Context: an optimization exercise on an open-source flow, tuned for small area, a short achievable clock period and few clock cycles per item. The choices shown serve that exercise and are no tape-out recipe.
No run shown here included a check of the RTL's function; only the layout flow was run.

==> flow/design.v (outline; a module is shown in full before it is edited, if it fits) <==
// module gdd_date_unit: 96 lines
// module gdd_diff: 242 lines
// module gdd_fa: 4 lines
// module gdd_ha: 4 lines
// module gdd_pg: 4 lines
// module gdd_g: 3 lines
// module gregorian_date_difference_days: 360 lines
module gregorian_date_difference_days (
  input  logic        clk_i,
  input  logic        rst_ni,
  input  logic        s_axis_tvalid_i,
  output logic        s_axis_tready_o,
  input  logic [71:0] s_axis_tdata_i,
  output logic        m_axis_tvalid_o,
  input  logic        m_axis_tready_i,
  output logic [31:0] m_axis_tdata_o,
  output logic [0:0]  m_axis_tuser_o
);
  // ...
==> flow/flow/run.sh <==
#!/bin/bash
# The standard layout, with the port buffers made from the platform's
# smallest plain buffer instead of the delay buffer the flow picks.
set -euo pipefail
export BUFFER_PORTS_ARGS="-buffer_cell sky130_fd_sc_hd__buf_1"
bash standard.sh > standard.log 2>&1
==> flow/standard.sh <==
#!/bin/bash
# synth_recipe.tcl (not shown) runs the flow's synth.tcl, then flattens the netlist and writes it again
# the make line also repeats each setting of config.mk as NAME=value (left out here)
make -C /OpenROAD-flow-scripts/flow DESIGN_CONFIG=/design/flow/config.mk WORK_HOME=/design/flow/orfs CLKGATE_MAP_FILE= SYNTH_SCRIPT=/design/flow/synth_recipe.tcl "${@:-finish}"
==> flow/config.mk <==
export PLATFORM = sky130hd
export DESIGN_NAME = gregorian_date_difference_days
export DESIGN_NICKNAME = gregorian_date_difference_days
export VERILOG_FILES = /design/flow/design.v
export SDC_FILE = /design/flow/constraint.sdc
export NUM_CORES = 4
export LEC_CHECK = 0
export CAP_MARGIN = 20
export CORE_MARGIN = 2
export CORE_UTILIZATION = 50
export SLEW_MARGIN = 20
export SYNTH_HIERARCHICAL = 1
export SYNTH_MINIMUM_KEEP_SIZE = 0
==> flow/constraint.sdc <==
create_clock -name core_clock -period 8.5 [get_ports {clk_i}]
set_input_delay 1.7000 -clock core_clock [delete_from_list [all_inputs] [get_ports {clk_i}]]
set_output_delay 1.7000 -clock core_clock [all_outputs]
set_load 0.01 [all_outputs]
==> results.cfg, run 1 <==
[outcome]
status = finished clean

[worst_hold_path]
hold_depth = 0

[layout]
final_cell_mix = inv_1, ha_1, a21o_1
n_sequential_cell = 133
largest_cell_class = multi-input gates
inv_count = 210
clkbuf_count = 17

[placed_design]
gp_congestion = 0.855

[cts]
postCtsSetupBuffers = 0
cts_hold_buffers = 0

[route]
routedWlPerCell_um = 15.2
dr_wl_met2_um = 12700
postRouteAntennaNets = 0
wl_met1_um = 13500

[global_routing]
grt_max_degree = 76

[critical_path]
critPathArrivalTime_ns = 4.64
ff2ff_path_depth = 13
startpoint_type = flop

[logic_synthesis]
synthAdderAreaFrac_pct = 36.9
ys.flop_type = edfxtp_1
synth_mux_area_share_pct = 0.798
yosys-top-cells-area = edfxtp_1, fa_1, ha_1
synth_area_mm2 = 0.0147

[timing]
fmax_ghz = 0.223
relSlewSlack_pct = 37.1

[floorplanning]
rows = 62
==> module gdd_diff, before the edit <==
module gdd_diff (
  input  logic [15:0] dy,       
  input  logic        dy16n,    
  input  logic [7:0]  nqz,      
  input  logic        nqz8n,    
  input  logic [1:0]  neg_,     
  input  logic [1:0]  sg,
  input  logic [10:0] du,       
  input  logic        elp,
  input  logic        nslp,     
  output logic [25:0] days_o
);
  logic ds_1, ds_2, ds_3, ds_4, ds_5, ds_6, ds_7, ds_8, ds_9, ds_10, ds_11, ds_12, ds_13, ds_14, ds_15, ds_16, ds_17, ds_18, ds_19, ds_20, ds_21, ds_22, ds_23, ds_24, ds_25, ds_26, ds_27, ds_28, ds_29, ds_30, ds_31, ds_32, ds_33, ds_34, ds_35, ds_36, ds_37, ds_38, ds_39, ds_40, ds_41, ds_42, ds_43, ds_44, ds_45, ds_46, ds_47, ds_48, ds_49, ds_50, ds_51, ds_52, ds_53, ds_54, ds_55, ds_56, ds_57, ds_58, ds_59, ds_60, ds_61, ds_62, ds_63, ds_64, ds_65, ds_66, ds_67, ds_68, ds_69, ds_70, ds_71, ds_72, ds_73, ds_74, ds_75, ds_76, ds_77, ds_78, ds_79, ds_80, ds_81, ds_82, ds_83, ds_84, ds_85, ds_86, ds_87, ds_88, ds_89, ds_90, ds_91, ds_92, ds_93, ds_94, ds_95, ds_96, ds_97, ds_98, ds_99, ds_100, ds_101, ds_102, ds_103, ds_104, ds_105, ds_106, ds_107, ds_108, ds_109, ds_110, ds_111, ds_112, ds_113, ds_114, ds_115, ds_116, ds_117, ds_118, ds_119, ds_120, ds_121, ds_122, ds_123, ds_124, ds_125, ds_126, ds_127, ds_128, ds_129, ds_130, ds_131, ds_132, ds_133, ds_134, ds_135, ds_136, ds_137, ds_138, ds_139, ds_140, ds_141, ds_142, ds_143, ds_144, ds_145, ds_146, ds_147, ds_148, ds_149, ds_150, ds_151, ds_152, ds_153, ds_154, ds_155, ds_156, ds_157, ds_158, ds_159, ds_160, ds_161, ds_162, ds_163, ds_164, ds_165, ds_166, ds_167, ds_168, ds_169, ds_170, ds_171, ds_172, ds_173, ds_174, ds_175, ds_176, ds_177, ds_178, ds_179, ds_180, ds_181, ds_182, ds_183, ds_184, ds_185, ds_186, ds_187, ds_188, ds_189, ds_190, ds_191, ds_192, ds_193, ds_194, ds_195, ds_196, ds_197, ds_198, ds_199, ds_200, ds_201, ds_202, ds_203, ds_204, ds_205, ds_206, ds_207, ds_208, ds_209, ds_210, ds_211, ds_212, ds_213, ds_214, ds_215, ds_216, ds_217, ds_218;
  gdd_fa u_ds_1 (.a(dy[2]), .b(nqz[0]), .c(neg_[0]), .s(ds_1), .co(ds_2));
  gdd_fa u_ds_3 (.a(dy[3]), .b(nqz[1]), .c(nqz[0]), .s(ds_3), .co(ds_4));
  gdd_ha u_ds_5 (.a(neg_[1]), .b(sg[1]), .s(ds_5), .co(ds_6));
  gdd_fa u_ds_7 (.a(dy[4]), .b(nqz[2]), .c(nqz[1]), .s(ds_7), .co(ds_8));
  gdd_ha u_ds_9 (.a(dy[5]), .b(nqz[3]), .s(ds_9), .co(ds_10));
  gdd_fa u_ds_11 (.a(dy[6]), .b(nqz[4]), .c(nqz[3]), .s(ds_11), .co(ds_12));
  gdd_fa u_ds_13 (.a(dy[7]), .b(nqz[5]), .c(nqz[4]), .s(ds_13), .co(ds_14));
  gdd_fa u_ds_15 (.a(dy[8]), .b(nqz[6]), .c(nqz[5]), .s(ds_15), .co(ds_16));
  gdd_fa u_ds_17 (.a(dy[0]), .b(dy[9]), .c(nqz[7]), .s(ds_17), .co(ds_18));
  gdd_ha u_ds_19 (.a(nqz[6]), .b(du[7]), .s(ds_19), .co(ds_20));
  gdd_fa u_ds_21 (.a(dy[0]), .b(dy[1]), .c(dy[10]), .s(ds_21), .co(ds_22));
  gdd_fa u_ds_23 (.a(nqz8n), .b(nqz[7]), .c(du[8]), .s(ds_23), .co(ds_24));
  assign ds_25 = dy[4] ^ dy[7];
  assign ds_26 = dy[4] | dy[7];
  gdd_fa u_ds_27 (.a(dy[1]), .b(dy[2]), .c(dy[11]), .s(ds_27), .co(ds_28));
  gdd_fa u_ds_29 (.a(nqz8n), .b(du[9]), .c(~dy[5]), .s(ds_29), .co(ds_30));
  assign ds_31 = dy[8] ^ dy[9];
  assign ds_32 = dy[8] | dy[9];
  gdd_fa u_ds_33 (.a(dy[2]), .b(dy[3]), .c(dy[12]), .s(ds_33), .co(ds_34));
  gdd_fa u_ds_35 (.a(~du[10]), .b(dy[6]), .c(dy[9]), .s(ds_35), .co(ds_36));
  gdd_fa u_ds_37 (.a(dy[3]), .b(dy[4]), .c(dy[13]), .s(ds_37), .co(ds_38));
  assign ds_39 = dy[7] ^ dy[10];
  assign ds_40 = dy[7] | dy[10];
  gdd_fa u_ds_41 (.a(dy[4]), .b(dy[5]), .c(dy[14]), .s(ds_41), .co(ds_42));
  assign ds_43 = dy[8] ^ dy[11];
  assign ds_44 = dy[8] | dy[11];
  gdd_fa u_ds_45 (.a(dy[5]), .b(dy[6]), .c(dy[15]), .s(ds_45), .co(ds_46));
  assign ds_47 = dy[9] ^ dy[12];
  assign ds_48 = dy[9] | dy[12];
  gdd_fa u_ds_49 (.a(dy[6]), .b(dy[7]), .c(dy16n), .s(ds_49), .co(ds_50));
  gdd_ha u_ds_51 (.a(dy[7]), .b(dy[8]), .s(ds_51), .co(ds_52));
  gdd_fa u_ds_53 (.a(sg[0]), .b(elp), .c(nslp), .s(ds_53), .co(ds_54));
  gdd_fa u_ds_55 (.a(~du[1]), .b(dy[0]), .c(dy[1]), .s(ds_55), .co(ds_56));
  gdd_ha u_ds_57 (.a(ds_5), .b(ds_2), .s(ds_57), .co(ds_58));
  gdd_fa u_ds_59 (.a(~du[2]), .b(dy[1]), .c(dy[2]), .s(ds_59), .co(ds_60));
  gdd_fa u_ds_61 (.a(ds_6), .b(ds_4), .c(ds_7), .s(ds_61), .co(ds_62));
  gdd_fa u_ds_63 (.a(nqz[2]), .b(du[3]), .c(ds_9), .s(ds_63), .co(ds_64));
  gdd_fa u_ds_65 (.a(dy[2]), .b(dy[3]), .c(~ds_8), .s(ds_65), .co(ds_66));
  gdd_fa u_ds_67 (.a(~du[4]), .b(dy[0]), .c(dy[3]), .s(ds_67), .co(ds_68));
  gdd_fa u_ds_69 (.a(~dy[4]), .b(ds_10), .c(ds_11), .s(ds_69), .co(ds_70));
  gdd_fa u_ds_71 (.a(~du[5]), .b(dy[1]), .c(dy[4]), .s(ds_71), .co(ds_72));
  gdd_fa u_ds_73 (.a(~dy[5]), .b(ds_12), .c(ds_13), .s(ds_73), .co(ds_74));
  gdd_fa u_ds_75 (.a(~du[6]), .b(dy[2]), .c(dy[5]), .s(ds_75), .co(ds_76));
  gdd_fa u_ds_77 (.a(~dy[6]), .b(ds_14), .c(ds_15), .s(ds_77), .co(ds_78));
  gdd_fa u_ds_79 (.a(dy[3]), .b(dy[6]), .c(dy[7]), .s(ds_79), .co(ds_80));
  gdd_fa u_ds_81 (.a(ds_19), .b(ds_16), .c(ds_17), .s(ds_81), .co(ds_82));
  gdd_fa u_ds_83 (.a(~dy[8]), .b(ds_20), .c(ds_25), .s(ds_83), .co(ds_84));
  gdd_fa u_ds_85 (.a(ds_18), .b(ds_21), .c(ds_23), .s(ds_85), .co(ds_86));
  gdd_fa u_ds_87 (.a(ds_31), .b(ds_22), .c(ds_24), .s(ds_87), .co(ds_88));
  gdd_fa u_ds_89 (.a(~ds_26), .b(ds_27), .c(ds_29), .s(ds_89), .co(ds_90));
  gdd_fa u_ds_91 (.a(dy[10]), .b(ds_32), .c(~ds_28), .s(ds_91), .co(ds_92));
  gdd_fa u_ds_93 (.a(ds_30), .b(ds_33), .c(~ds_35), .s(ds_93), .co(ds_94));
  assign ds_95 = dy[11] ^ 1'b0 ^ ~ds_39;
  assign ds_96 = (dy[11] & 1'b0) | (dy[11] & ~ds_39) | (1'b0 & ~ds_39);
  gdd_fa u_ds_97 (.a(ds_34), .b(ds_37), .c(~ds_36), .s(ds_97), .co(ds_98));
  assign ds_99 = dy[12] ^ 1'b0 ^ ds_40;
  assign ds_100 = (dy[12] & 1'b0) | (dy[12] & ds_40) | (1'b0 & ds_40);
  gdd_fa u_ds_101 (.a(ds_43), .b(ds_38), .c(ds_41), .s(ds_101), .co(ds_102));
  assign ds_103 = dy[13] ^ 1'b0 ^ ds_44;
  assign ds_104 = (dy[13] & 1'b0) | (dy[13] & ds_44) | (1'b0 & ds_44);
  gdd_fa u_ds_105 (.a(ds_47), .b(ds_42), .c(ds_45), .s(ds_105), .co(ds_106));
  gdd_fa u_ds_107 (.a(dy[10]), .b(dy[13]), .c(dy[14]), .s(ds_107), .co(ds_108));
  gdd_fa u_ds_109 (.a(~ds_48), .b(ds_46), .c(ds_49), .s(ds_109), .co(ds_110));
  gdd_fa u_ds_111 (.a(dy[11]), .b(dy[14]), .c(dy[15]), .s(ds_111), .co(ds_112));
  gdd_fa u_ds_113 (.a(~1'b0), .b(ds_51), .c(ds_50), .s(ds_113), .co(ds_114));
  gdd_fa u_ds_115 (.a(dy[8]), .b(dy[9]), .c(ds_52), .s(ds_115), .co(ds_116));
  gdd_fa u_ds_117 (.a(dy[12]), .b(dy[15]), .c(dy16n), .s(ds_117), .co(ds_118));
  gdd_fa u_ds_119 (.a(dy[9]), .b(dy[10]), .c(~dy[13]), .s(ds_119), .co(ds_120));
  gdd_ha u_ds_121 (.a(dy[10]), .b(dy[11]), .s(ds_121), .co(ds_122));
  gdd_ha u_ds_123 (.a(dy[11]), .b(dy[12]), .s(ds_123), .co(ds_124));
  gdd_ha u_ds_125 (.a(du[0]), .b(~dy[0]), .s(ds_125), .co(ds_126));
  gdd_fa u_ds_127 (.a(ds_54), .b(ds_3), .c(ds_57), .s(ds_127), .co(ds_128));
  gdd_fa u_ds_129 (.a(ds_56), .b(ds_59), .c(~ds_58), .s(ds_129), .co(ds_130));
  gdd_fa u_ds_131 (.a(~ds_60), .b(ds_63), .c(ds_62), .s(ds_131), .co(ds_132));
  gdd_fa u_ds_133 (.a(~ds_67), .b(ds_64), .c(ds_69), .s(ds_133), .co(ds_134));
  gdd_fa u_ds_135 (.a(ds_68), .b(ds_71), .c(~ds_70), .s(ds_135), .co(ds_136));
  gdd_fa u_ds_137 (.a(ds_72), .b(ds_75), .c(~ds_74), .s(ds_137), .co(ds_138));
  gdd_fa u_ds_139 (.a(ds_76), .b(ds_79), .c(~ds_78), .s(ds_139), .co(ds_140));
  gdd_fa u_ds_141 (.a(~ds_80), .b(ds_83), .c(ds_82), .s(ds_141), .co(ds_142));
  gdd_fa u_ds_143 (.a(ds_84), .b(ds_86), .c(ds_87), .s(ds_143), .co(ds_144));
  gdd_fa u_ds_145 (.a(ds_88), .b(ds_90), .c(ds_93), .s(ds_145), .co(ds_146));
  gdd_fa u_ds_147 (.a(~ds_95), .b(ds_94), .c(ds_97), .s(ds_147), .co(ds_148));
  gdd_fa u_ds_149 (.a(ds_96), .b(ds_99), .c(~ds_98), .s(ds_149), .co(ds_150));
  gdd_fa u_ds_151 (.a(ds_100), .b(ds_103), .c(~ds_102), .s(ds_151), .co(ds_152));
  gdd_fa u_ds_153 (.a(ds_107), .b(ds_104), .c(~ds_106), .s(ds_153), .co(ds_154));
  gdd_fa u_ds_155 (.a(ds_108), .b(ds_111), .c(~ds_110), .s(ds_155), .co(ds_156));
  gdd_fa u_ds_157 (.a(ds_112), .b(ds_117), .c(~ds_115), .s(ds_157), .co(ds_158));
  gdd_fa u_ds_159 (.a(dy16n), .b(~ds_119), .c(ds_118), .s(ds_159), .co(ds_160));
  assign ds_161 = dy[14] ^ 1'b0 ^ ~ds_121;
  assign ds_162 = (dy[14] & 1'b0) | (dy[14] & ~ds_121) | (1'b0 & ~ds_121);
  assign ds_163 = dy[15] ^ 1'b0 ^ ~ds_122;
  assign ds_164 = (dy[15] & 1'b0) | (dy[15] & ~ds_122) | (1'b0 & ~ds_122);
  gdd_fa u_ds_165 (.a(dy[12]), .b(dy[13]), .c(ds_124), .s(ds_165), .co(ds_166));
  gdd_ha u_ds_167 (.a(dy[13]), .b(dy[14]), .s(ds_167), .co(ds_168));
  gdd_ha u_ds_169 (.a(dy[14]), .b(dy[15]), .s(ds_169), .co(ds_170));
  gdd_ha u_ds_171 (.a(ds_125), .b(ds_53), .s(ds_171), .co(ds_172));
  gdd_fa u_ds_173 (.a(ds_126), .b(~ds_55), .c(ds_127), .s(ds_173), .co(ds_174));
  gdd_fa u_ds_175 (.a(ds_61), .b(ds_128), .c(~ds_129), .s(ds_175), .co(ds_176));
  gdd_fa u_ds_177 (.a(ds_65), .b(ds_130), .c(~ds_131), .s(ds_177), .co(ds_178));
  gdd_fa u_ds_179 (.a(~ds_66), .b(ds_132), .c(ds_133), .s(ds_179), .co(ds_180));
  gdd_fa u_ds_181 (.a(ds_73), .b(ds_134), .c(~ds_135), .s(ds_181), .co(ds_182));
  gdd_fa u_ds_183 (.a(~ds_77), .b(ds_136), .c(ds_137), .s(ds_183), .co(ds_184));
  gdd_fa u_ds_185 (.a(~ds_81), .b(ds_138), .c(ds_139), .s(ds_185), .co(ds_186));
  gdd_fa u_ds_187 (.a(ds_85), .b(ds_141), .c(~ds_140), .s(ds_187), .co(ds_188));
  gdd_fa u_ds_189 (.a(ds_89), .b(ds_142), .c(ds_143), .s(ds_189), .co(ds_190));
  gdd_fa u_ds_191 (.a(~ds_91), .b(ds_144), .c(ds_145), .s(ds_191), .co(ds_192));
  gdd_fa u_ds_193 (.a(~ds_92), .b(ds_146), .c(ds_147), .s(ds_193), .co(ds_194));
  gdd_fa u_ds_195 (.a(ds_101), .b(ds_148), .c(~ds_149), .s(ds_195), .co(ds_196));
  gdd_fa u_ds_197 (.a(~ds_105), .b(ds_150), .c(ds_151), .s(ds_197), .co(ds_198));
  gdd_fa u_ds_199 (.a(~ds_109), .b(ds_152), .c(ds_153), .s(ds_199), .co(ds_200));
  gdd_fa u_ds_201 (.a(~ds_113), .b(ds_154), .c(ds_155), .s(ds_201), .co(ds_202));
  gdd_fa u_ds_203 (.a(~ds_114), .b(ds_157), .c(ds_156), .s(ds_203), .co(ds_204));
  gdd_fa u_ds_205 (.a(~ds_116), .b(ds_159), .c(ds_158), .s(ds_205), .co(ds_206));
  gdd_fa u_ds_207 (.a(~ds_120), .b(ds_161), .c(ds_160), .s(ds_207), .co(ds_208));
  gdd_fa u_ds_209 (.a(~ds_123), .b(ds_162), .c(ds_163), .s(ds_209), .co(ds_210));
  gdd_fa u_ds_211 (.a(dy16n), .b(~ds_165), .c(ds_164), .s(ds_211), .co(ds_212));
  gdd_fa u_ds_213 (.a(~1'b0), .b(ds_167), .c(ds_166), .s(ds_213), .co(ds_214));
  gdd_fa u_ds_215 (.a(~1'b0), .b(ds_168), .c(ds_169), .s(ds_215), .co(ds_216));
  gdd_fa u_ds_217 (.a(dy[15]), .b(dy16n), .c(ds_170), .s(ds_217), .co(ds_218));
  logic fs_1, fs_2, fs_3, fs_4, fs_5, fs_6, fs_7, fs_8, fs_9, fs_10, fs_11, fs_12, fs_13, fs_14, fs_15, fs_16, fs_17, fs_18, fs_19, fs_20, fs_21, fs_22, fs_23, fs_24, fs_25, fs_26, fs_27, fs_28, fs_29, fs_30, fs_31, fs_32, fs_33, fs_34, fs_35, fs_36, fs_37, fs_38, fs_39, fs_40, fs_41, fs_42, fs_43, fs_44, fs_45, fs_46, fs_47, fs_48, fs_49, fs_50, fs_51, fs_52, fs_53, fs_54, fs_55, fs_56, fs_57, fs_58, fs_59, fs_60, fs_61, fs_62, fs_63, fs_64, fs_65, fs_66, fs_67, fs_68, fs_69, fs_70, fs_71, fs_72, fs_73, fs_74, fs_75, fs_76, fs_77, fs_78, fs_79, fs_80, fs_81, fs_82, fs_83, fs_84, fs_85, fs_86, fs_87, fs_88, fs_89, fs_90, fs_91, fs_92, fs_93, fs_94, fs_95, fs_96, fs_97, fs_98, fs_99, fs_100, fs_101, fs_102, fs_103, fs_104, fs_105, fs_106, fs_107, fs_108, fs_109, fs_110, fs_111, fs_112, fs_113, fs_114, fs_115, fs_116, fs_117, fs_118, fs_119, fs_120, fs_121, fs_122, fs_123, fs_124, fs_125, fs_126, fs_127, fs_128, fs_129, fs_130, fs_131, fs_132, fs_133, fs_134, fs_135, fs_136, fs_137, fs_138, fs_139, fs_140, fs_141, fs_142, fs_143, fs_144, fs_145, fs_146, fs_147, fs_148, fs_149, fs_150, fs_151, fs_152, fs_153, fs_154, fs_155, fs_156, fs_157, fs_158, fs_159, fs_160, fs_161, fs_162, fs_163, fs_164;
  gdd_ha u_fs_1 (.a(ds_171), .b(ds_1), .s(fs_1), .co(fs_2));
  gdd_ha u_fs_3 (.a(ds_172), .b(ds_173), .s(fs_3), .co(fs_4));
  gdd_ha u_fs_5 (.a(ds_174), .b(ds_175), .s(fs_5), .co(fs_6));
  gdd_ha u_fs_7 (.a(ds_176), .b(~ds_177), .s(fs_7), .co(fs_8));
  gdd_ha u_fs_9 (.a(~ds_178), .b(ds_179), .s(fs_9), .co(fs_10));
  gdd_ha u_fs_11 (.a(ds_180), .b(ds_181), .s(fs_11), .co(fs_12));
  gdd_ha u_fs_13 (.a(ds_182), .b(~ds_183), .s(fs_13), .co(fs_14));
  gdd_ha u_fs_15 (.a(~ds_184), .b(~ds_185), .s(fs_15), .co(fs_16));
  gdd_ha u_fs_17 (.a(~ds_186), .b(ds_187), .s(fs_17), .co(fs_18));
  gdd_ha u_fs_19 (.a(ds_188), .b(ds_189), .s(fs_19), .co(fs_20));
  gdd_ha u_fs_21 (.a(ds_190), .b(ds_191), .s(fs_21), .co(fs_22));
  gdd_ha u_fs_23 (.a(ds_192), .b(ds_193), .s(fs_23), .co(fs_24));
  gdd_ha u_fs_25 (.a(ds_194), .b(ds_195), .s(fs_25), .co(fs_26));
  gdd_ha u_fs_27 (.a(ds_196), .b(~ds_197), .s(fs_27), .co(fs_28));
  gdd_ha u_fs_29 (.a(~ds_198), .b(~ds_199), .s(fs_29), .co(fs_30));
  gdd_ha u_fs_31 (.a(~ds_200), .b(~ds_201), .s(fs_31), .co(fs_32));
  gdd_ha u_fs_33 (.a(~ds_202), .b(~ds_203), .s(fs_33), .co(fs_34));
  gdd_ha u_fs_35 (.a(~ds_204), .b(~ds_205), .s(fs_35), .co(fs_36));
  gdd_ha u_fs_37 (.a(~ds_206), .b(~ds_207), .s(fs_37), .co(fs_38));
  gdd_ha u_fs_39 (.a(~ds_208), .b(~ds_209), .s(fs_39), .co(fs_40));
  gdd_ha u_fs_41 (.a(~ds_210), .b(~ds_211), .s(fs_41), .co(fs_42));
  gdd_ha u_fs_43 (.a(~ds_212), .b(ds_213), .s(fs_43), .co(fs_44));
  gdd_ha u_fs_45 (.a(ds_214), .b(ds_215), .s(fs_45), .co(fs_46));
  gdd_ha u_fs_47 (.a(ds_216), .b(ds_217), .s(fs_47), .co(fs_48));
  gdd_ha u_fs_49 (.a(ds_218), .b(dy16n), .s(fs_49), .co(fs_50));
  gdd_g u_fs_51 (.g1(fs_4), .p1(fs_3), .g0(fs_2), .g(fs_51));
  gdd_pg u_fs_52 (.g1(fs_8), .p1(fs_7), .g0(fs_6), .p0(fs_5), .g(fs_52), .p(fs_53));
  gdd_pg u_fs_54 (.g1(fs_12), .p1(fs_11), .g0(fs_10), .p0(fs_9), .g(fs_54), .p(fs_55));
  gdd_pg u_fs_56 (.g1(fs_16), .p1(fs_15), .g0(fs_14), .p0(fs_13), .g(fs_56), .p(fs_57));
  gdd_pg u_fs_58 (.g1(fs_20), .p1(fs_19), .g0(fs_18), .p0(fs_17), .g(fs_58), .p(fs_59));
  gdd_pg u_fs_60 (.g1(fs_24), .p1(fs_23), .g0(fs_22), .p0(fs_21), .g(fs_60), .p(fs_61));
  gdd_pg u_fs_62 (.g1(fs_28), .p1(fs_27), .g0(fs_26), .p0(fs_25), .g(fs_62), .p(fs_63));
  gdd_pg u_fs_64 (.g1(fs_32), .p1(fs_31), .g0(fs_30), .p0(fs_29), .g(fs_64), .p(fs_65));
  gdd_pg u_fs_66 (.g1(fs_36), .p1(fs_35), .g0(fs_34), .p0(fs_33), .g(fs_66), .p(fs_67));
  gdd_pg u_fs_68 (.g1(fs_40), .p1(fs_39), .g0(fs_38), .p0(fs_37), .g(fs_68), .p(fs_69));
  gdd_pg u_fs_70 (.g1(fs_44), .p1(fs_43), .g0(fs_42), .p0(fs_41), .g(fs_70), .p(fs_71));
  gdd_pg u_fs_72 (.g1(fs_48), .p1(fs_47), .g0(fs_46), .p0(fs_45), .g(fs_72), .p(fs_73));
  gdd_pg u_fs_74 (.g1(1'b0), .p1(~1'b0), .g0(fs_50), .p0(fs_49), .g(fs_74), .p(fs_75));
  gdd_g u_fs_76 (.g1(fs_6), .p1(fs_5), .g0(fs_51), .g(fs_76));
  gdd_g u_fs_77 (.g1(fs_52), .p1(fs_53), .g0(fs_51), .g(fs_77));
  gdd_pg u_fs_78 (.g1(fs_14), .p1(fs_13), .g0(fs_54), .p0(fs_55), .g(fs_78), .p(fs_79));
  gdd_pg u_fs_80 (.g1(fs_56), .p1(fs_57), .g0(fs_54), .p0(fs_55), .g(fs_80), .p(fs_81));
  gdd_pg u_fs_82 (.g1(fs_22), .p1(fs_21), .g0(fs_58), .p0(fs_59), .g(fs_82), .p(fs_83));
  gdd_pg u_fs_84 (.g1(fs_60), .p1(fs_61), .g0(fs_58), .p0(fs_59), .g(fs_84), .p(fs_85));
  gdd_pg u_fs_86 (.g1(fs_30), .p1(fs_29), .g0(fs_62), .p0(fs_63), .g(fs_86), .p(fs_87));
  gdd_pg u_fs_88 (.g1(fs_64), .p1(fs_65), .g0(fs_62), .p0(fs_63), .g(fs_88), .p(fs_89));
  gdd_pg u_fs_90 (.g1(fs_38), .p1(fs_37), .g0(fs_66), .p0(fs_67), .g(fs_90), .p(fs_91));
  gdd_pg u_fs_92 (.g1(fs_68), .p1(fs_69), .g0(fs_66), .p0(fs_67), .g(fs_92), .p(fs_93));
  gdd_pg u_fs_94 (.g1(fs_46), .p1(fs_45), .g0(fs_70), .p0(fs_71), .g(fs_94), .p(fs_95));
  gdd_pg u_fs_96 (.g1(fs_72), .p1(fs_73), .g0(fs_70), .p0(fs_71), .g(fs_96), .p(fs_97));
  gdd_g u_fs_98 (.g1(fs_10), .p1(fs_9), .g0(fs_77), .g(fs_98));
  gdd_g u_fs_99 (.g1(fs_54), .p1(fs_55), .g0(fs_77), .g(fs_99));
  gdd_g u_fs_100 (.g1(fs_78), .p1(fs_79), .g0(fs_77), .g(fs_100));
  gdd_g u_fs_101 (.g1(fs_80), .p1(fs_81), .g0(fs_77), .g(fs_101));
  gdd_pg u_fs_102 (.g1(fs_26), .p1(fs_25), .g0(fs_84), .p0(fs_85), .g(fs_102), .p(fs_103));
  gdd_pg u_fs_104 (.g1(fs_62), .p1(fs_63), .g0(fs_84), .p0(fs_85), .g(fs_104), .p(fs_105));
  gdd_pg u_fs_106 (.g1(fs_86), .p1(fs_87), .g0(fs_84), .p0(fs_85), .g(fs_106), .p(fs_107));
  gdd_pg u_fs_108 (.g1(fs_88), .p1(fs_89), .g0(fs_84), .p0(fs_85), .g(fs_108), .p(fs_109));
  gdd_pg u_fs_110 (.g1(fs_42), .p1(fs_41), .g0(fs_92), .p0(fs_93), .g(fs_110), .p(fs_111));
  gdd_pg u_fs_112 (.g1(fs_70), .p1(fs_71), .g0(fs_92), .p0(fs_93), .g(fs_112), .p(fs_113));
  gdd_pg u_fs_114 (.g1(fs_94), .p1(fs_95), .g0(fs_92), .p0(fs_93), .g(fs_114), .p(fs_115));
  gdd_pg u_fs_116 (.g1(fs_96), .p1(fs_97), .g0(fs_92), .p0(fs_93), .g(fs_116), .p(fs_117));
  gdd_g u_fs_118 (.g1(fs_18), .p1(fs_17), .g0(fs_101), .g(fs_118));
  gdd_g u_fs_119 (.g1(fs_58), .p1(fs_59), .g0(fs_101), .g(fs_119));
  gdd_g u_fs_120 (.g1(fs_82), .p1(fs_83), .g0(fs_101), .g(fs_120));
  gdd_g u_fs_121 (.g1(fs_84), .p1(fs_85), .g0(fs_101), .g(fs_121));
  gdd_g u_fs_122 (.g1(fs_102), .p1(fs_103), .g0(fs_101), .g(fs_122));
  gdd_g u_fs_123 (.g1(fs_104), .p1(fs_105), .g0(fs_101), .g(fs_123));
  gdd_g u_fs_124 (.g1(fs_106), .p1(fs_107), .g0(fs_101), .g(fs_124));
  gdd_g u_fs_125 (.g1(fs_108), .p1(fs_109), .g0(fs_101), .g(fs_125));
  gdd_pg u_fs_126 (.g1(fs_50), .p1(fs_49), .g0(fs_116), .p0(fs_117), .g(fs_126), .p(fs_127));
  gdd_pg u_fs_128 (.g1(fs_74), .p1(fs_75), .g0(fs_116), .p0(fs_117), .g(fs_128), .p(fs_129));
  gdd_g u_fs_130 (.g1(fs_34), .p1(fs_33), .g0(fs_125), .g(fs_130));
  gdd_g u_fs_131 (.g1(fs_66), .p1(fs_67), .g0(fs_125), .g(fs_131));
  gdd_g u_fs_132 (.g1(fs_90), .p1(fs_91), .g0(fs_125), .g(fs_132));
  gdd_g u_fs_133 (.g1(fs_92), .p1(fs_93), .g0(fs_125), .g(fs_133));
  gdd_g u_fs_134 (.g1(fs_110), .p1(fs_111), .g0(fs_125), .g(fs_134));
  gdd_g u_fs_135 (.g1(fs_112), .p1(fs_113), .g0(fs_125), .g(fs_135));
  gdd_g u_fs_136 (.g1(fs_114), .p1(fs_115), .g0(fs_125), .g(fs_136));
  gdd_g u_fs_137 (.g1(fs_116), .p1(fs_117), .g0(fs_125), .g(fs_137));
  gdd_g u_fs_138 (.g1(fs_126), .p1(fs_127), .g0(fs_125), .g(fs_138));
  gdd_g u_fs_139 (.g1(fs_128), .p1(fs_129), .g0(fs_125), .g(fs_139));
  assign fs_140 = fs_3 ^ fs_2;
  assign fs_141 = fs_5 ^ fs_51;
  assign fs_142 = fs_7 ^ fs_76;
  assign fs_143 = fs_9 ^ fs_77;
  assign fs_144 = fs_11 ^ fs_98;
  assign fs_145 = fs_13 ^ fs_99;
  assign fs_146 = fs_15 ^ fs_100;
  assign fs_147 = fs_17 ^ fs_101;
  assign fs_148 = fs_19 ^ fs_118;
  assign fs_149 = fs_21 ^ fs_119;
  assign fs_150 = fs_23 ^ fs_120;
  assign fs_151 = fs_25 ^ fs_121;
  assign fs_152 = fs_27 ^ fs_122;
  assign fs_153 = fs_29 ^ fs_123;
  assign fs_154 = fs_31 ^ fs_124;
  assign fs_155 = fs_33 ^ fs_125;
  assign fs_156 = fs_35 ^ fs_130;
  assign fs_157 = fs_37 ^ fs_131;
  assign fs_158 = fs_39 ^ fs_132;
  assign fs_159 = fs_41 ^ fs_133;
  assign fs_160 = fs_43 ^ fs_134;
  assign fs_161 = fs_45 ^ fs_135;
  assign fs_162 = fs_47 ^ fs_136;
  assign fs_163 = fs_49 ^ fs_137;
  assign fs_164 = ~1'b0 ^ fs_138;
  assign days_o = {fs_164, fs_163, fs_162, fs_161, fs_160, fs_159, fs_158, fs_157, fs_156, fs_155, fs_154, fs_153, fs_152, fs_151, fs_150, fs_149, fs_148, fs_147, fs_146, fs_145, fs_144, fs_143, fs_142, fs_141, fs_140, fs_1};
endmodule
==> run 2, diff against run 1 <==
--- a/flow/design.v
+++ b/flow/design.v
@@ -235,5 +235,5 @@
   gdd_fa u_ds_215 (.a(~1'b0), .b(ds_168), .c(ds_169), .s(ds_215), .co(ds_216));
   gdd_fa u_ds_217 (.a(dy[15]), .b(dy16n), .c(ds_170), .s(ds_217), .co(ds_218));
-  logic fs_1, fs_2, fs_3, fs_4, fs_5, fs_6, fs_7, fs_8, fs_9, fs_10, fs_11, fs_12, fs_13, fs_14, fs_15, fs_16, fs_17, fs_18, fs_19, fs_20, fs_21, fs_22, fs_23, fs_24, fs_25, fs_26, fs_27, fs_28, fs_29, fs_30, fs_31, fs_32, fs_33, fs_34, fs_35, fs_36, fs_37, fs_38, fs_39, fs_40, fs_41, fs_42, fs_43, fs_44, fs_45, fs_46, fs_47, fs_48, fs_49, fs_50, fs_51, fs_52, fs_53, fs_54, fs_55, fs_56, fs_57, fs_58, fs_59, fs_60, fs_61, fs_62, fs_63, fs_64, fs_65, fs_66, fs_67, fs_68, fs_69, fs_70, fs_71, fs_72, fs_73, fs_74, fs_75, fs_76, fs_77, fs_78, fs_79, fs_80, fs_81, fs_82, fs_83, fs_84, fs_85, fs_86, fs_87, fs_88, fs_89, fs_90, fs_91, fs_92, fs_93, fs_94, fs_95, fs_96, fs_97, fs_98, fs_99, fs_100, fs_101, fs_102, fs_103, fs_104, fs_105, fs_106, fs_107, fs_108, fs_109, fs_110, fs_111, fs_112, fs_113, fs_114, fs_115, fs_116, fs_117, fs_118, fs_119, fs_120, fs_121, fs_122, fs_123, fs_124, fs_125, fs_126, fs_127, fs_128, fs_129, fs_130, fs_131, fs_132, fs_133, fs_134, fs_135, fs_136, fs_137, fs_138, fs_139, fs_140, fs_141, fs_142, fs_143, fs_144, fs_145, fs_146, fs_147, fs_148, fs_149, fs_150, fs_151, fs_152, fs_153, fs_154, fs_155, fs_156, fs_157, fs_158, fs_159, fs_160, fs_161, fs_162, fs_163, fs_164;
+  logic fs_1, fs_2, fs_3, fs_4, fs_5, fs_6, fs_7, fs_8, fs_9, fs_10, fs_11, fs_12, fs_13, fs_14, fs_15, fs_16, fs_17, fs_18, fs_19, fs_20, fs_21, fs_22, fs_23, fs_24, fs_25, fs_26, fs_27, fs_28, fs_29, fs_30, fs_31, fs_32, fs_33, fs_34, fs_35, fs_36, fs_37, fs_38, fs_39, fs_40, fs_41, fs_42, fs_43, fs_44, fs_45, fs_46, fs_47, fs_48, fs_49, fs_50, fs_51, fs_52, fs_53, fs_54, fs_55, fs_56, fs_57, fs_58, fs_59, fs_60, fs_61, fs_62, fs_63, fs_64, fs_65, fs_66, fs_67, fs_68, fs_69, fs_70, fs_71, fs_72, fs_73, fs_74, fs_75, fs_76, fs_77, fs_78, fs_79, fs_80, fs_81, fs_82, fs_83, fs_84, fs_85, fs_86, fs_87, fs_88, fs_89, fs_90, fs_91, fs_92, fs_93, fs_94, fs_95, fs_96, fs_97, fs_98, fs_99, fs_100, fs_101, fs_102, fs_103, fs_104, fs_105, fs_106, fs_107, fs_108, fs_109, fs_110, fs_111, fs_112, fs_113, fs_114, fs_115, fs_116, fs_117, fs_118, fs_119, fs_120, fs_121, fs_122, fs_123, fs_124, fs_125, fs_126, fs_127, fs_128, fs_129, fs_130, fs_131, fs_132, fs_133, fs_134, fs_135, fs_136, fs_137, fs_138, fs_139, fs_140, fs_141, fs_142, fs_143, fs_144, fs_145, fs_146, fs_147, fs_148, fs_149, fs_150, fs_151, fs_152, fs_153, fs_154, fs_155, fs_156, fs_157, fs_158, fs_159, fs_160, fs_161, fs_162, fs_163, fs_164, fs_165, fs_166, fs_167, fs_168, fs_169, fs_170, fs_171, fs_172, fs_173, fs_174, fs_175, fs_176, fs_177, fs_178, fs_179, fs_180, fs_181, fs_182, fs_183, fs_184, fs_185, fs_186, fs_187, fs_188, fs_189, fs_190, fs_191, fs_192, fs_193, fs_194, fs_195, fs_196, fs_197, fs_198, fs_199, fs_200, fs_201, fs_202, fs_203, fs_204, fs_205, fs_206, fs_207, fs_208, fs_209, fs_210, fs_211, fs_212, fs_213, fs_214, fs_215, fs_216, fs_217, fs_218, fs_219, fs_220, fs_221, fs_222, fs_223, fs_224, fs_225, fs_226, fs_227, fs_228, fs_229, fs_230, fs_231, fs_232, fs_233, fs_234, fs_235, fs_236, fs_237, fs_238, fs_239, fs_240, fs_241, fs_242, fs_243, fs_244, fs_245, fs_246, fs_247, fs_248;
   gdd_ha u_fs_1 (.a(ds_171), .b(ds_1), .s(fs_1), .co(fs_2));
   gdd_ha u_fs_3 (.a(ds_172), .b(ds_173), .s(fs_3), .co(fs_4));
@@ -261,87 +261,129 @@
   gdd_ha u_fs_47 (.a(ds_216), .b(ds_217), .s(fs_47), .co(fs_48));
   gdd_ha u_fs_49 (.a(ds_218), .b(dy16n), .s(fs_49), .co(fs_50));
-  gdd_g u_fs_51 (.g1(fs_4), .p1(fs_3), .g0(fs_2), .g(fs_51));
-  gdd_pg u_fs_52 (.g1(fs_8), .p1(fs_7), .g0(fs_6), .p0(fs_5), .g(fs_52), .p(fs_53));
-  gdd_pg u_fs_54 (.g1(fs_12), .p1(fs_11), .g0(fs_10), .p0(fs_9), .g(fs_54), .p(fs_55));
-  gdd_pg u_fs_56 (.g1(fs_16), .p1(fs_15), .g0(fs_14), .p0(fs_13), .g(fs_56), .p(fs_57));
-  gdd_pg u_fs_58 (.g1(fs_20), .p1(fs_19), .g0(fs_18), .p0(fs_17), .g(fs_58), .p(fs_59));
-  gdd_pg u_fs_60 (.g1(fs_24), .p1(fs_23), .g0(fs_22), .p0(fs_21), .g(fs_60), .p(fs_61));
-  gdd_pg u_fs_62 (.g1(fs_28), .p1(fs_27), .g0(fs_26), .p0(fs_25), .g(fs_62), .p(fs_63));
-  gdd_pg u_fs_64 (.g1(fs_32), .p1(fs_31), .g0(fs_30), .p0(fs_29), .g(fs_64), .p(fs_65));
-  gdd_pg u_fs_66 (.g1(fs_36), .p1(fs_35), .g0(fs_34), .p0(fs_33), .g(fs_66), .p(fs_67));
-  gdd_pg u_fs_68 (.g1(fs_40), .p1(fs_39), .g0(fs_38), .p0(fs_37), .g(fs_68), .p(fs_69));
-  gdd_pg u_fs_70 (.g1(fs_44), .p1(fs_43), .g0(fs_42), .p0(fs_41), .g(fs_70), .p(fs_71));
-  gdd_pg u_fs_72 (.g1(fs_48), .p1(fs_47), .g0(fs_46), .p0(fs_45), .g(fs_72), .p(fs_73));
-  gdd_pg u_fs_74 (.g1(1'b0), .p1(~1'b0), .g0(fs_50), .p0(fs_49), .g(fs_74), .p(fs_75));
-  gdd_g u_fs_76 (.g1(fs_6), .p1(fs_5), .g0(fs_51), .g(fs_76));
-  gdd_g u_fs_77 (.g1(fs_52), .p1(fs_53), .g0(fs_51), .g(fs_77));
-  gdd_pg u_fs_78 (.g1(fs_14), .p1(fs_13), .g0(fs_54), .p0(fs_55), .g(fs_78), .p(fs_79));
-  gdd_pg u_fs_80 (.g1(fs_56), .p1(fs_57), .g0(fs_54), .p0(fs_55), .g(fs_80), .p(fs_81));
-  gdd_pg u_fs_82 (.g1(fs_22), .p1(fs_21), .g0(fs_58), .p0(fs_59), .g(fs_82), .p(fs_83));
-  gdd_pg u_fs_84 (.g1(fs_60), .p1(fs_61), .g0(fs_58), .p0(fs_59), .g(fs_84), .p(fs_85));
-  gdd_pg u_fs_86 (.g1(fs_30), .p1(fs_29), .g0(fs_62), .p0(fs_63), .g(fs_86), .p(fs_87));
-  gdd_pg u_fs_88 (.g1(fs_64), .p1(fs_65), .g0(fs_62), .p0(fs_63), .g(fs_88), .p(fs_89));
-  gdd_pg u_fs_90 (.g1(fs_38), .p1(fs_37), .g0(fs_66), .p0(fs_67), .g(fs_90), .p(fs_91));
-  gdd_pg u_fs_92 (.g1(fs_68), .p1(fs_69), .g0(fs_66), .p0(fs_67), .g(fs_92), .p(fs_93));
-  gdd_pg u_fs_94 (.g1(fs_46), .p1(fs_45), .g0(fs_70), .p0(fs_71), .g(fs_94), .p(fs_95));
-  gdd_pg u_fs_96 (.g1(fs_72), .p1(fs_73), .g0(fs_70), .p0(fs_71), .g(fs_96), .p(fs_97));
-  gdd_g u_fs_98 (.g1(fs_10), .p1(fs_9), .g0(fs_77), .g(fs_98));
-  gdd_g u_fs_99 (.g1(fs_54), .p1(fs_55), .g0(fs_77), .g(fs_99));
-  gdd_g u_fs_100 (.g1(fs_78), .p1(fs_79), .g0(fs_77), .g(fs_100));
-  gdd_g u_fs_101 (.g1(fs_80), .p1(fs_81), .g0(fs_77), .g(fs_101));
-  gdd_pg u_fs_102 (.g1(fs_26), .p1(fs_25), .g0(fs_84), .p0(fs_85), .g(fs_102), .p(fs_103));
-  gdd_pg u_fs_104 (.g1(fs_62), .p1(fs_63), .g0(fs_84), .p0(fs_85), .g(fs_104), .p(fs_105));
-  gdd_pg u_fs_106 (.g1(fs_86), .p1(fs_87), .g0(fs_84), .p0(fs_85), .g(fs_106), .p(fs_107));
-  gdd_pg u_fs_108 (.g1(fs_88), .p1(fs_89), .g0(fs_84), .p0(fs_85), .g(fs_108), .p(fs_109));
-  gdd_pg u_fs_110 (.g1(fs_42), .p1(fs_41), .g0(fs_92), .p0(fs_93), .g(fs_110), .p(fs_111));
-  gdd_pg u_fs_112 (.g1(fs_70), .p1(fs_71), .g0(fs_92), .p0(fs_93), .g(fs_112), .p(fs_113));
-  gdd_pg u_fs_114 (.g1(fs_94), .p1(fs_95), .g0(fs_92), .p0(fs_93), .g(fs_114), .p(fs_115));
-  gdd_pg u_fs_116 (.g1(fs_96), .p1(fs_97), .g0(fs_92), .p0(fs_93), .g(fs_116), .p(fs_117));
-  gdd_g u_fs_118 (.g1(fs_18), .p1(fs_17), .g0(fs_101), .g(fs_118));
-  gdd_g u_fs_119 (.g1(fs_58), .p1(fs_59), .g0(fs_101), .g(fs_119));
-  gdd_g u_fs_120 (.g1(fs_82), .p1(fs_83), .g0(fs_101), .g(fs_120));
-  gdd_g u_fs_121 (.g1(fs_84), .p1(fs_85), .g0(fs_101), .g(fs_121));
-  gdd_g u_fs_122 (.g1(fs_102), .p1(fs_103), .g0(fs_101), .g(fs_122));
-  gdd_g u_fs_123 (.g1(fs_104), .p1(fs_105), .g0(fs_101), .g(fs_123));
-  gdd_g u_fs_124 (.g1(fs_106), .p1(fs_107), .g0(fs_101), .g(fs_124));
-  gdd_g u_fs_125 (.g1(fs_108), .p1(fs_109), .g0(fs_101), .g(fs_125));
-  gdd_pg u_fs_126 (.g1(fs_50), .p1(fs_49), .g0(fs_116), .p0(fs_117), .g(fs_126), .p(fs_127));
-  gdd_pg u_fs_128 (.g1(fs_74), .p1(fs_75), .g0(fs_116), .p0(fs_117), .g(fs_128), .p(fs_129));
-  gdd_g u_fs_130 (.g1(fs_34), .p1(fs_33), .g0(fs_125), .g(fs_130));
-  gdd_g u_fs_131 (.g1(fs_66), .p1(fs_67), .g0(fs_125), .g(fs_131));
-  gdd_g u_fs_132 (.g1(fs_90), .p1(fs_91), .g0(fs_125), .g(fs_132));
-  gdd_g u_fs_133 (.g1(fs_92), .p1(fs_93), .g0(fs_125), .g(fs_133));
-  gdd_g u_fs_134 (.g1(fs_110), .p1(fs_111), .g0(fs_125), .g(fs_134));
-  gdd_g u_fs_135 (.g1(fs_112), .p1(fs_113), .g0(fs_125), .g(fs_135));
-  gdd_g u_fs_136 (.g1(fs_114), .p1(fs_115), .g0(fs_125), .g(fs_136));
-  gdd_g u_fs_137 (.g1(fs_116), .p1(fs_117), .g0(fs_125), .g(fs_137));
-  gdd_g u_fs_138 (.g1(fs_126), .p1(fs_127), .g0(fs_125), .g(fs_138));
-  gdd_g u_fs_139 (.g1(fs_128), .p1(fs_129), .g0(fs_125), .g(fs_139));
-  assign fs_140 = fs_3 ^ fs_2;
-  assign fs_141 = fs_5 ^ fs_51;
-  assign fs_142 = fs_7 ^ fs_76;
-  assign fs_143 = fs_9 ^ fs_77;
-  assign fs_144 = fs_11 ^ fs_98;
-  assign fs_145 = fs_13 ^ fs_99;
-  assign fs_146 = fs_15 ^ fs_100;
-  assign fs_147 = fs_17 ^ fs_101;
-  assign fs_148 = fs_19 ^ fs_118;
-  assign fs_149 = fs_21 ^ fs_119;
-  assign fs_150 = fs_23 ^ fs_120;
-  assign fs_151 = fs_25 ^ fs_121;
-  assign fs_152 = fs_27 ^ fs_122;
-  assign fs_153 = fs_29 ^ fs_123;
-  assign fs_154 = fs_31 ^ fs_124;
-  assign fs_155 = fs_33 ^ fs_125;
-  assign fs_156 = fs_35 ^ fs_130;
-  assign fs_157 = fs_37 ^ fs_131;
-  assign fs_158 = fs_39 ^ fs_132;
-  assign fs_159 = fs_41 ^ fs_133;
-  assign fs_160 = fs_43 ^ fs_134;
-  assign fs_161 = fs_45 ^ fs_135;
-  assign fs_162 = fs_47 ^ fs_136;
-  assign fs_163 = fs_49 ^ fs_137;
-  assign fs_164 = ~1'b0 ^ fs_138;
-  assign days_o = {fs_164, fs_163, fs_162, fs_161, fs_160, fs_159, fs_158, fs_157, fs_156, fs_155, fs_154, fs_153, fs_152, fs_151, fs_150, fs_149, fs_148, fs_147, fs_146, fs_145, fs_144, fs_143, fs_142, fs_141, fs_140, fs_1};
+  gdd_pg u_fs_51 (.g1(1'b0), .p1(~1'b0), .g0(fs_50), .p0(fs_49), .g(fs_51), .p(fs_52));
+  gdd_pg u_fs_53 (.g1(fs_50), .p1(fs_49), .g0(fs_48), .p0(fs_47), .g(fs_53), .p(fs_54));
+  gdd_pg u_fs_55 (.g1(fs_48), .p1(fs_47), .g0(fs_46), .p0(fs_45), .g(fs_55), .p(fs_56));
+  gdd_pg u_fs_57 (.g1(fs_46), .p1(fs_45), .g0(fs_44), .p0(fs_43), .g(fs_57), .p(fs_58));
+  gdd_pg u_fs_59 (.g1(fs_44), .p1(fs_43), .g0(fs_42), .p0(fs_41), .g(fs_59), .p(fs_60));
+  gdd_pg u_fs_61 (.g1(fs_42), .p1(fs_41), .g0(fs_40), .p0(fs_39), .g(fs_61), .p(fs_62));
+  gdd_pg u_fs_63 (.g1(fs_40), .p1(fs_39), .g0(fs_38), .p0(fs_37), .g(fs_63), .p(fs_64));
+  gdd_pg u_fs_65 (.g1(fs_38), .p1(fs_37), .g0(fs_36), .p0(fs_35), .g(fs_65), .p(fs_66));
+  gdd_pg u_fs_67 (.g1(fs_36), .p1(fs_35), .g0(fs_34), .p0(fs_33), .g(fs_67), .p(fs_68));
+  gdd_pg u_fs_69 (.g1(fs_34), .p1(fs_33), .g0(fs_32), .p0(fs_31), .g(fs_69), .p(fs_70));
+  gdd_pg u_fs_71 (.g1(fs_32), .p1(fs_31), .g0(fs_30), .p0(fs_29), .g(fs_71), .p(fs_72));
+  gdd_pg u_fs_73 (.g1(fs_30), .p1(fs_29), .g0(fs_28), .p0(fs_27), .g(fs_73), .p(fs_74));
+  gdd_pg u_fs_75 (.g1(fs_28), .p1(fs_27), .g0(fs_26), .p0(fs_25), .g(fs_75), .p(fs_76));
+  gdd_pg u_fs_77 (.g1(fs_26), .p1(fs_25), .g0(fs_24), .p0(fs_23), .g(fs_77), .p(fs_78));
+  gdd_pg u_fs_79 (.g1(fs_24), .p1(fs_23), .g0(fs_22), .p0(fs_21), .g(fs_79), .p(fs_80));
+  gdd_pg u_fs_81 (.g1(fs_22), .p1(fs_21), .g0(fs_20), .p0(fs_19), .g(fs_81), .p(fs_82));
+  gdd_pg u_fs_83 (.g1(fs_20), .p1(fs_19), .g0(fs_18), .p0(fs_17), .g(fs_83), .p(fs_84));
+  gdd_pg u_fs_85 (.g1(fs_18), .p1(fs_17), .g0(fs_16), .p0(fs_15), .g(fs_85), .p(fs_86));
+  gdd_pg u_fs_87 (.g1(fs_16), .p1(fs_15), .g0(fs_14), .p0(fs_13), .g(fs_87), .p(fs_88));
+  gdd_pg u_fs_89 (.g1(fs_14), .p1(fs_13), .g0(fs_12), .p0(fs_11), .g(fs_89), .p(fs_90));
+  gdd_pg u_fs_91 (.g1(fs_12), .p1(fs_11), .g0(fs_10), .p0(fs_9), .g(fs_91), .p(fs_92));
+  gdd_pg u_fs_93 (.g1(fs_10), .p1(fs_9), .g0(fs_8), .p0(fs_7), .g(fs_93), .p(fs_94));
+  gdd_pg u_fs_95 (.g1(fs_8), .p1(fs_7), .g0(fs_6), .p0(fs_5), .g(fs_95), .p(fs_96));
+  gdd_pg u_fs_97 (.g1(fs_6), .p1(fs_5), .g0(fs_4), .p0(fs_3), .g(fs_97), .p(fs_98));
+  gdd_g u_fs_99 (.g1(fs_4), .p1(fs_3), .g0(fs_2), .g(fs_99));
+  gdd_pg u_fs_100 (.g1(fs_51), .p1(fs_52), .g0(fs_55), .p0(fs_56), .g(fs_100), .p(fs_101));
+  gdd_pg u_fs_102 (.g1(fs_53), .p1(fs_54), .g0(fs_57), .p0(fs_58), .g(fs_102), .p(fs_103));
+  gdd_pg u_fs_104 (.g1(fs_55), .p1(fs_56), .g0(fs_59), .p0(fs_60), .g(fs_104), .p(fs_105));
+  gdd_pg u_fs_106 (.g1(fs_57), .p1(fs_58), .g0(fs_61), .p0(fs_62), .g(fs_106), .p(fs_107));
+  gdd_pg u_fs_108 (.g1(fs_59), .p1(fs_60), .g0(fs_63), .p0(fs_64), .g(fs_108), .p(fs_109));
+  gdd_pg u_fs_110 (.g1(fs_61), .p1(fs_62), .g0(fs_65), .p0(fs_66), .g(fs_110), .p(fs_111));
+  gdd_pg u_fs_112 (.g1(fs_63), .p1(fs_64), .g0(fs_67), .p0(fs_68), .g(fs_112), .p(fs_113));
+  gdd_pg u_fs_114 (.g1(fs_65), .p1(fs_66), .g0(fs_69), .p0(fs_70), .g(fs_114), .p(fs_115));
+  gdd_pg u_fs_116 (.g1(fs_67), .p1(fs_68), .g0(fs_71), .p0(fs_72), .g(fs_116), .p(fs_117));
+  gdd_pg u_fs_118 (.g1(fs_69), .p1(fs_70), .g0(fs_73), .p0(fs_74), .g(fs_118), .p(fs_119));
+  gdd_pg u_fs_120 (.g1(fs_71), .p1(fs_72), .g0(fs_75), .p0(fs_76), .g(fs_120), .p(fs_121));
+  gdd_pg u_fs_122 (.g1(fs_73), .p1(fs_74), .g0(fs_77), .p0(fs_78), .g(fs_122), .p(fs_123));
+  gdd_pg u_fs_124 (.g1(fs_75), .p1(fs_76), .g0(fs_79), .p0(fs_80), .g(fs_124), .p(fs_125));
+  gdd_pg u_fs_126 (.g1(fs_77), .p1(fs_78), .g0(fs_81), .p0(fs_82), .g(fs_126), .p(fs_127));
+  gdd_pg u_fs_128 (.g1(fs_79), .p1(fs_80), .g0(fs_83), .p0(fs_84), .g(fs_128), .p(fs_129));
+  gdd_pg u_fs_130 (.g1(fs_81), .p1(fs_82), .g0(fs_85), .p0(fs_86), .g(fs_130), .p(fs_131));
+  gdd_pg u_fs_132 (.g1(fs_83), .p1(fs_84), .g0(fs_87), .p0(fs_88), .g(fs_132), .p(fs_133));
+  gdd_pg u_fs_134 (.g1(fs_85), .p1(fs_86), .g0(fs_89), .p0(fs_90), .g(fs_134), .p(fs_135));
+  gdd_pg u_fs_136 (.g1(fs_87), .p1(fs_88), .g0(fs_91), .p0(fs_92), .g(fs_136), .p(fs_137));
+  gdd_pg u_fs_138 (.g1(fs_89), .p1(fs_90), .g0(fs_93), .p0(fs_94), .g(fs_138), .p(fs_139));
+  gdd_pg u_fs_140 (.g1(fs_91), .p1(fs_92), .g0(fs_95), .p0(fs_96), .g(fs_140), .p(fs_141));
+  gdd_pg u_fs_142 (.g1(fs_93), .p1(fs_94), .g0(fs_97), .p0(fs_98), .g(fs_142), .p(fs_143));
+  gdd_g u_fs_144 (.g1(fs_95), .p1(fs_96), .g0(fs_99), .g(fs_144));
+  gdd_g u_fs_145 (.g1(fs_97), .p1(fs_98), .g0(fs_2), .g(fs_145));
+  gdd_pg u_fs_146 (.g1(fs_100), .p1(fs_101), .g0(fs_108), .p0(fs_109), .g(fs_146), .p(fs_147));
+  gdd_pg u_fs_148 (.g1(fs_102), .p1(fs_103), .g0(fs_110), .p0(fs_111), .g(fs_148), .p(fs_149));
+  gdd_pg u_fs_150 (.g1(fs_104), .p1(fs_105), .g0(fs_112), .p0(fs_113), .g(fs_150), .p(fs_151));
+  gdd_pg u_fs_152 (.g1(fs_106), .p1(fs_107), .g0(fs_114), .p0(fs_115), .g(fs_152), .p(fs_153));
+  gdd_pg u_fs_154 (.g1(fs_108), .p1(fs_109), .g0(fs_116), .p0(fs_117), .g(fs_154), .p(fs_155));
+  gdd_pg u_fs_156 (.g1(fs_110), .p1(fs_111), .g0(fs_118), .p0(fs_119), .g(fs_156), .p(fs_157));
+  gdd_pg u_fs_158 (.g1(fs_112), .p1(fs_113), .g0(fs_120), .p0(fs_121), .g(fs_158), .p(fs_159));
+  gdd_pg u_fs_160 (.g1(fs_114), .p1(fs_115), .g0(fs_122), .p0(fs_123), .g(fs_160), .p(fs_161));
+  gdd_pg u_fs_162 (.g1(fs_116), .p1(fs_117), .g0(fs_124), .p0(fs_125), .g(fs_162), .p(fs_163));
+  gdd_pg u_fs_164 (.g1(fs_118), .p1(fs_119), .g0(fs_126), .p0(fs_127), .g(fs_164), .p(fs_165));
+  gdd_pg u_fs_166 (.g1(fs_120), .p1(fs_121), .g0(fs_128), .p0(fs_129), .g(fs_166), .p(fs_167));
+  gdd_pg u_fs_168 (.g1(fs_122), .p1(fs_123), .g0(fs_130), .p0(fs_131), .g(fs_168), .p(fs_169));
+  gdd_pg u_fs_170 (.g1(fs_124), .p1(fs_125), .g0(fs_132), .p0(fs_133), .g(fs_170), .p(fs_171));
+  gdd_pg u_fs_172 (.g1(fs_126), .p1(fs_127), .g0(fs_134), .p0(fs_135), .g(fs_172), .p(fs_173));
+  gdd_pg u_fs_174 (.g1(fs_128), .p1(fs_129), .g0(fs_136), .p0(fs_137), .g(fs_174), .p(fs_175));
+  gdd_pg u_fs_176 (.g1(fs_130), .p1(fs_131), .g0(fs_138), .p0(fs_139), .g(fs_176), .p(fs_177));
+  gdd_pg u_fs_178 (.g1(fs_132), .p1(fs_133), .g0(fs_140), .p0(fs_141), .g(fs_178), .p(fs_179));
+  gdd_pg u_fs_180 (.g1(fs_134), .p1(fs_135), .g0(fs_142), .p0(fs_143), .g(fs_180), .p(fs_181));
+  gdd_g u_fs_182 (.g1(fs_136), .p1(fs_137), .g0(fs_144), .g(fs_182));
+  gdd_g u_fs_183 (.g1(fs_138), .p1(fs_139), .g0(fs_145), .g(fs_183));
+  gdd_g u_fs_184 (.g1(fs_140), .p1(fs_141), .g0(fs_99), .g(fs_184));
+  gdd_g u_fs_185 (.g1(fs_142), .p1(fs_143), .g0(fs_2), .g(fs_185));
+  gdd_pg u_fs_186 (.g1(fs_146), .p1(fs_147), .g0(fs_162), .p0(fs_163), .g(fs_186), .p(fs_187));
+  gdd_pg u_fs_188 (.g1(fs_148), .p1(fs_149), .g0(fs_164), .p0(fs_165), .g(fs_188), .p(fs_189));
+  gdd_pg u_fs_190 (.g1(fs_150), .p1(fs_151), .g0(fs_166), .p0(fs_167), .g(fs_190), .p(fs_191));
+  gdd_pg u_fs_192 (.g1(fs_152), .p1(fs_153), .g0(fs_168), .p0(fs_169), .g(fs_192), .p(fs_193));
+  gdd_pg u_fs_194 (.g1(fs_154), .p1(fs_155), .g0(fs_170), .p0(fs_171), .g(fs_194), .p(fs_195));
+  gdd_pg u_fs_196 (.g1(fs_156), .p1(fs_157), .g0(fs_172), .p0(fs_173), .g(fs_196), .p(fs_197));
+  gdd_pg u_fs_198 (.g1(fs_158), .p1(fs_159), .g0(fs_174), .p0(fs_175), .g(fs_198), .p(fs_199));
+  gdd_pg u_fs_200 (.g1(fs_160), .p1(fs_161), .g0(fs_176), .p0(fs_177), .g(fs_200), .p(fs_201));
+  gdd_pg u_fs_202 (.g1(fs_162), .p1(fs_163), .g0(fs_178), .p0(fs_179), .g(fs_202), .p(fs_203));
+  gdd_pg u_fs_204 (.g1(fs_164), .p1(fs_165), .g0(fs_180), .p0(fs_181), .g(fs_204), .p(fs_205));
+  gdd_g u_fs_206 (.g1(fs_166), .p1(fs_167), .g0(fs_182), .g(fs_206));
+  gdd_g u_fs_207 (.g1(fs_168), .p1(fs_169), .g0(fs_183), .g(fs_207));
+  gdd_g u_fs_208 (.g1(fs_170), .p1(fs_171), .g0(fs_184), .g(fs_208));
+  gdd_g u_fs_209 (.g1(fs_172), .p1(fs_173), .g0(fs_185), .g(fs_209));
+  gdd_g u_fs_210 (.g1(fs_174), .p1(fs_175), .g0(fs_144), .g(fs_210));
+  gdd_g u_fs_211 (.g1(fs_176), .p1(fs_177), .g0(fs_145), .g(fs_211));
+  gdd_g u_fs_212 (.g1(fs_178), .p1(fs_179), .g0(fs_99), .g(fs_212));
+  gdd_g u_fs_213 (.g1(fs_180), .p1(fs_181), .g0(fs_2), .g(fs_213));
+  gdd_g u_fs_214 (.g1(fs_186), .p1(fs_187), .g0(fs_212), .g(fs_214));
+  gdd_g u_fs_215 (.g1(fs_188), .p1(fs_189), .g0(fs_213), .g(fs_215));
+  gdd_g u_fs_216 (.g1(fs_190), .p1(fs_191), .g0(fs_182), .g(fs_216));
+  gdd_g u_fs_217 (.g1(fs_192), .p1(fs_193), .g0(fs_183), .g(fs_217));
+  gdd_g u_fs_218 (.g1(fs_194), .p1(fs_195), .g0(fs_184), .g(fs_218));
+  gdd_g u_fs_219 (.g1(fs_196), .p1(fs_197), .g0(fs_185), .g(fs_219));
+  gdd_g u_fs_220 (.g1(fs_198), .p1(fs_199), .g0(fs_144), .g(fs_220));
+  gdd_g u_fs_221 (.g1(fs_200), .p1(fs_201), .g0(fs_145), .g(fs_221));
+  gdd_g u_fs_222 (.g1(fs_202), .p1(fs_203), .g0(fs_99), .g(fs_222));
+  gdd_g u_fs_223 (.g1(fs_204), .p1(fs_205), .g0(fs_2), .g(fs_223));
+  assign fs_224 = fs_3 ^ fs_2;
+  assign fs_225 = fs_5 ^ fs_99;
+  assign fs_226 = fs_7 ^ fs_145;
+  assign fs_227 = fs_9 ^ fs_144;
+  assign fs_228 = fs_11 ^ fs_185;
+  assign fs_229 = fs_13 ^ fs_184;
+  assign fs_230 = fs_15 ^ fs_183;
+  assign fs_231 = fs_17 ^ fs_182;
+  assign fs_232 = fs_19 ^ fs_213;
+  assign fs_233 = fs_21 ^ fs_212;
+  assign fs_234 = fs_23 ^ fs_211;
+  assign fs_235 = fs_25 ^ fs_210;
+  assign fs_236 = fs_27 ^ fs_209;
+  assign fs_237 = fs_29 ^ fs_208;
+  assign fs_238 = fs_31 ^ fs_207;
+  assign fs_239 = fs_33 ^ fs_206;
+  assign fs_240 = fs_35 ^ fs_223;
+  assign fs_241 = fs_37 ^ fs_222;
+  assign fs_242 = fs_39 ^ fs_221;
+  assign fs_243 = fs_41 ^ fs_220;
+  assign fs_244 = fs_43 ^ fs_219;
+  assign fs_245 = fs_45 ^ fs_218;
+  assign fs_246 = fs_47 ^ fs_217;
+  assign fs_247 = fs_49 ^ fs_216;
+  assign fs_248 = ~1'b0 ^ fs_215;
+  assign days_o = {fs_248, fs_247, fs_246, fs_245, fs_244, fs_243, fs_242, fs_241, fs_240, fs_239, fs_238, fs_237, fs_236, fs_235, fs_234, fs_233, fs_232, fs_231, fs_230, fs_229, fs_228, fs_227, fs_226, fs_225, fs_224, fs_1};
 endmodule
 module gdd_fa (input logic a, b, c, output logic s, co);
==> results.cfg, run 2 <==
[layout]
largest_reg_flops = 26
final_common_cell = inv_1
drive_above_1_share_pct = 4.75
num_antenna_cells = 0
nets = 1908
regMostFlops = days3
final_cell_mix = inv_1, ha_1, a21o_1
syn_to_final_growth_pct = 7.19
fin_area_mm2 = 0.0164

[job]
maxCapViolations = 0

[timing]
rsz0062_at_grt = no
tightest_slew_ns = 0.988
layout_worst_path_cycle_share_pct = 51.6
fmax_ghz = 0.228
fin_skew_ns = 0.0138
final-hold-violation-count = 0
setup_ws_ns = 4.12
final_max_slew_viol_count = 0
relSlewSlack_pct = 34.1
worst_hold_slack_ns = 0.430
setup_viol = 0
finalCriticalPeriod_ns = 4.38
setup_tns_ns = 0

[global_routing]
grt_pass1_wl_um = 50500
grt_pass1_vias = 10200
grt_max_degree = 79
antenna_found_initial = 0
overflow = 0
grt_usage_pct = 20.5

[logic_synthesis]
synthArstFlopShare_pct = 2.26
synth-edff-count = 130
ys_top_cells_by_count = inv_1, ha_1, a21o_1
ys_types = 66
yosys-top-cells-area = edfxtp_1, fa_1, ha_1
yosys.area.top_type = edfxtp_1
seq_area_frac_synth_pct = 26.0
yosysTopAreaCellShare_pct = 25.5
ys_ff_latch = 133
yosysMostFrequentCell = inv_1
avgSynthCellArea_um2 = 11.0
yosysWarnings = 7
synth_area_mm2 = 0.0153
postSynthCellCount = 1395
ys.flop_type = edfxtp_1

[cts]
numCtsBuffers = 17
numClockSinks = 133
root_buffer = clkbuf_16
postCtsSetupBuffers = 0
cts_hold_buffers = 0
cts_tree = built
clk_pin_slew_worst_paths_ns = 0.06
cts_resized = 0
cts_buffer_depth = 2
cts.htree.levels = 4
clk_latency_ns = 0.42

[placed_design]
placed_area_mm2 = 0.0158
gp_congestion = 0.855
dp_hpwl_um = 25200
place_ws_ns = 3.93
port_buffers = 104

[floorplanning]
io_pins = 111
die-area_mm2 = 0.0320
initial_utilization_pct = 50.4
fp.dieW_um = 179
core_mm2 = 0.0303
rows = 64
die_h_um = 179

[route]
postRouteAntennaNets = 0
drtPass1Iterations = 5
first_iter_violations = 307
wl_met1_um = 15100
routedWlPerCell_um = 16.0
drc = 0
via_per_inst = 5.05
drt_wl_total_um = 30200
dr_wl_met2_um = 14100
num_vias = 9557
top_signal_layer_used = met4
wl_met3_um = 651

[critical_path]
crit_family = simple AND/OR/NAND/NOR gates
path_cells = buf_1 > nand2b_4 > buf_1
critPathCaptureType = output port
cp_num_buf_inv = 2
cp_max_fo = 57
startpoint_type = input port
critPathArrivalTime_ns = 2.68
cp_slowest_cell = nand2b_4
crit_type = in2out
max_stage_delay_ns = 0.63
critPathRequiredTime_ns = 6.80
cpMostUsedCell = buf_1

[outcome]
status = finished clean

[worst_hold_path]
hp-class = reg2reg
run 2: changes by cell type after synthesis, sizes merged:
cell  change
a21o     +40
and2     +40
run 2: cell type report:
cell class / instances / area (um2)
timing repair buffer: 105 / 398
sequential: 133 / 3980
fill: 2704 / 14000
inverter: 210 / 788
tap: 396 / 495
clock inverter: 14 / 153
clock buffer: 17 / 425
multi-input combinational: 1016 / 10200
run 2: through the flow:
step,std cells,utilization (%)
after floorplan,1430,-
after global placement,1860,52.1
after detailed placement,1860,52.1
after CTS,1891,54.0
after global routing,1891,54.0
final,1891,54.0
run 2: per-module statistics from Yosys, one instance, submodules excluded:
module,flops+latches,times used
gregorian_date_difference_days,133,1
gdd_pg,0,106
gdd_date_unit,0,2
gdd_fa,0,143
gdd_ha,0,128
gdd_g,0,85
gdd_diff,0,1
run 2: worst paths after layout:
kind | startpoint | endpoint | slack, ns | cells past startpoint
setup / recovery | m_axis_tready_i | s_axis_tready_o | 4.12 | 3
hold / removal | ok2 | ok3 | 0.43 | 0
setup reg to reg | ey1[12] | nqz2[7] | 4.19 | 14
hold reg to reg | ok2 | ok3 | 0.43 | 0
max in group asynchronous | rst_ni | v1_q | 7.25 | 1
min in group asynchronous | rst_ni | v2_q | 1.07 | 1
run 2: metal layers:
metal / track usage (%) / up-vias
li1: - / 4824
met1: 28.7 / 4576
met2: 34.1 / 134
met3: 1.95 / 23
met4: 5.32 / 0
met5: 0 / -
run 2: cells by family after synthesis:
family	count (synthesis)	share of synthesized area, %
buffers and inverters	281	8.49
xor gates and xnor gates	91	5.50
muxes	10	0.769
and+or+nand+nor	230	9.28
DFF	133	26.0
AOI/OAI and AO/OA	296	14.3
other	5	0.123
adders and majority gates	349	35.6

[re-timing with driven ports]
How much do the figures lean on ideal ports? The routed layouts below were timed once more, with nothing changed but the port constraints.
Step 1: set_driving_cell puts a clkbuf_16 on clk_i and a buf_2 on each other input, an assumption about the parent block.
Step 2 also shifts input and output timing later by t, the mid clock arrival at the registers, as if the neighbouring blocks saw the same clock.
a / b / c = ideal / step 1 / step 2; a / b = the first two.
run	t, ns	slack for setup (ns)	worst setup path after step 2
run 1	0.465	4.025 / 4.025 / 3.931	input to register
run 2	0.465	4.118 / 4.095 / 3.883	input to register
After both steps setup and hold are still met in every run listed. For run 2, which loses most, drivers alone change the setup slack by -0.023 ns; drivers and shift together by -0.235 ns.
